What follows belongs to an exercise in optimizing a design on an open flow for small area and a short achievable clock period; a production flow would make more cautious choices.
In this exercise RTL edits were held to simulation tests only and were not proved equivalent to the original.
No activity file was given, so power comes from the tool's default toggle rates.

==> flow/design.v (excerpt) <==
module pifo_pop_collector_top (
  input  logic        i_clk,
  input  logic        i_arst_n,
  input  logic [3:0]  i_pop_req,
  input  logic [7:0]  i_pop_req_tree_id,
  input  logic [3:0]  i_is_level0_pop,
  input  logic [7:0]  i_tree_id,
  input  logic [63:0] i_pop_data,
  output logic        o_valid,
  input  logic        i_ready,
  output logic [1:0]  o_tree_id,
  output logic [15:0] o_data,
  output logic        o_empty_pop,
  output logic [4:0]  o_count,
  output logic [31:0] o_outstanding,
  output logic        o_overflow,
  output logic        o_unexpected,
  input  logic        i_clr_err
);
export LEC_CHECK = 0
export CAP_MARGIN = 20
export CORE_MARGIN = 2
export CORE_UTILIZATION = 65
export CTS_BUF_LIST = sky130_fd_sc_hd__clkbuf_8
export CTS_CLUSTER_DIAMETER = 50
export CTS_CLUSTER_SIZE = 14
export GPL_TIMING_DRIVEN = 0
export SETUP_SLACK_MARGIN = 4.2
export SLEW_MARGIN = 20
export SYNTH_HIERARCHICAL = 1
export SYNTH_MINIMUM_KEEP_SIZE = 0
export TNS_END_PERCENT = 0
create_clock -name core_clock -period 7.0 [get_ports {i_clk}]
standard.sh (not shown) runs the stock make flow with config.mk's settings and CLKGATE_MAP_FILE= SYNTH_SCRIPT=/design/flow/synth_recipe.tcl, a recipe that flattens the netlist after the stock synthesis.
==> flow/flow/run.sh <==
#!/bin/bash
set -euo pipefail
export BUFFER_PORTS_ARGS="-buffer_cell sky130_fd_sc_hd__buf_1"
bash standard.sh > standard_flow.log 2>&1
Rerun with:
--- a/flow/design.v
+++ b/flow/design.v
@@ -217,28 +217,25 @@
   logic [HB-1:0]     w_tog_u [0:TREE_NUM-1];   
   logic [HB-1:0]     w_tog_d [0:TREE_NUM-1];   
   logic [1:0]        w_f1 [0:TREE_NUM-1];    
   logic [1:0]        w_f2 [0:TREE_NUM-1];
   logic [1:0]        w_f3 [0:TREE_NUM-1];
   logic [1:0]        w_f4 [0:TREE_NUM-1];    
   logic [1:0]        w_f5 [0:TREE_NUM-1];    
   logic [1:0]        w_f6 [0:TREE_NUM-1];    
   for (genvar t = 0; t < TREE_NUM; t++) begin : g_cnt
-    logic [NB-1:0] inc, ndec, rmatch;
+    logic [NB-1:0] inc, ndec;
     always_comb begin
       for (int l = 0; l < NB; l++) begin
-        inc[l]    = i_pop_req[l] & (i_pop_req_tree_id[l] == TREE_NUM_BITS'(t));
-        rmatch[l] = (i_tree_id[l] == TREE_NUM_BITS'(t));
+        inc[l]  = i_pop_req[l] & (i_pop_req_tree_id[l] == TREE_NUM_BITS'(t));
+        ndec[l] = ~(p[l] & (i_tree_id[l] == TREE_NUM_BITS'(t)));
       end
     end
-    for (genvar l = 0; l < NB; l++) begin : g_dec
-      pifo_nand2 u_ndec (.a(p[l]), .b(rmatch[l]), .y(ndec[l]));
-    end
     pifo_fa u_f1 (.a(inc[0]),  .b(inc[1]),  .c(inc[2]),  .s(w_f1[t][0]), .co(w_f1[t][1]));
     pifo_fa u_f2 (.a(inc[3]),  .b(ndec[0]), .c(ndec[1]), .s(w_f2[t][0]), .co(w_f2[t][1]));
     pifo_fa u_f3 (.a(ndec[2]), .b(ndec[3]), .c(r_outstanding[t][0]), .s(w_f3[t][0]), .co(w_f3[t][1]));
     pifo_fa u_f4 (.a(w_f1[t][0]), .b(w_f2[t][0]), .c(w_f3[t][0]), .s(w_f4[t][0]), .co(w_f4[t][1]));
     pifo_fa u_f5 (.a(w_f1[t][1]), .b(w_f2[t][1]), .c(w_f3[t][1]), .s(w_f5[t][0]), .co(w_f5[t][1]));
     pifo_fa u_f6 (.a(w_f5[t][0]), .b(w_f4[t][1]), .c(r_outstanding[t][1]), .s(w_f6[t][0]), .co(w_f6[t][1]));
     for (genvar i = 0; i < HB; i++) begin : g_bit
       pifo_tog u_tog (
         .h  (r_outstanding[t][i+2]),
Final area goes down by 4.8%.
Core utilization went down by 2.1 points.
Power fell by 6.5%.
Register-to-register slack got worse by 0.13 ns.
Die area went down by 0.78%.

[static timing again, ports no longer ideal]
No port has a modelled driver above. Below, the same layouts with a new extraction and two added sets of constraints. Step 1, drivers: a clkbuf_16 drives i_clk and a buf_2 each remaining input, both assumed. Step 2 times the ports against the registers' clock, not the clock port: input delays grow and output delays shrink by t, the midpoint of the rising clock arrivals with the driver on. Three values: ideal, step 1, step 2; two values: the first two.
| run | t (ns) | setup slack, ns | slew at the worst register clock pin (ns) |
|---|---|---|---|
| the first run | 0.611 | 3.960 / 3.960 / 3.432 | 0.09 / 0.09 |
| the second run | 0.611 | 3.829 / 3.829 / 3.227 | 0.09 / 0.09 |
After both steps setup and hold are still met in every run listed. For the second run, which loses most, drivers alone change the setup slack by 0.000 ns; drivers and shift together by -0.602 ns.
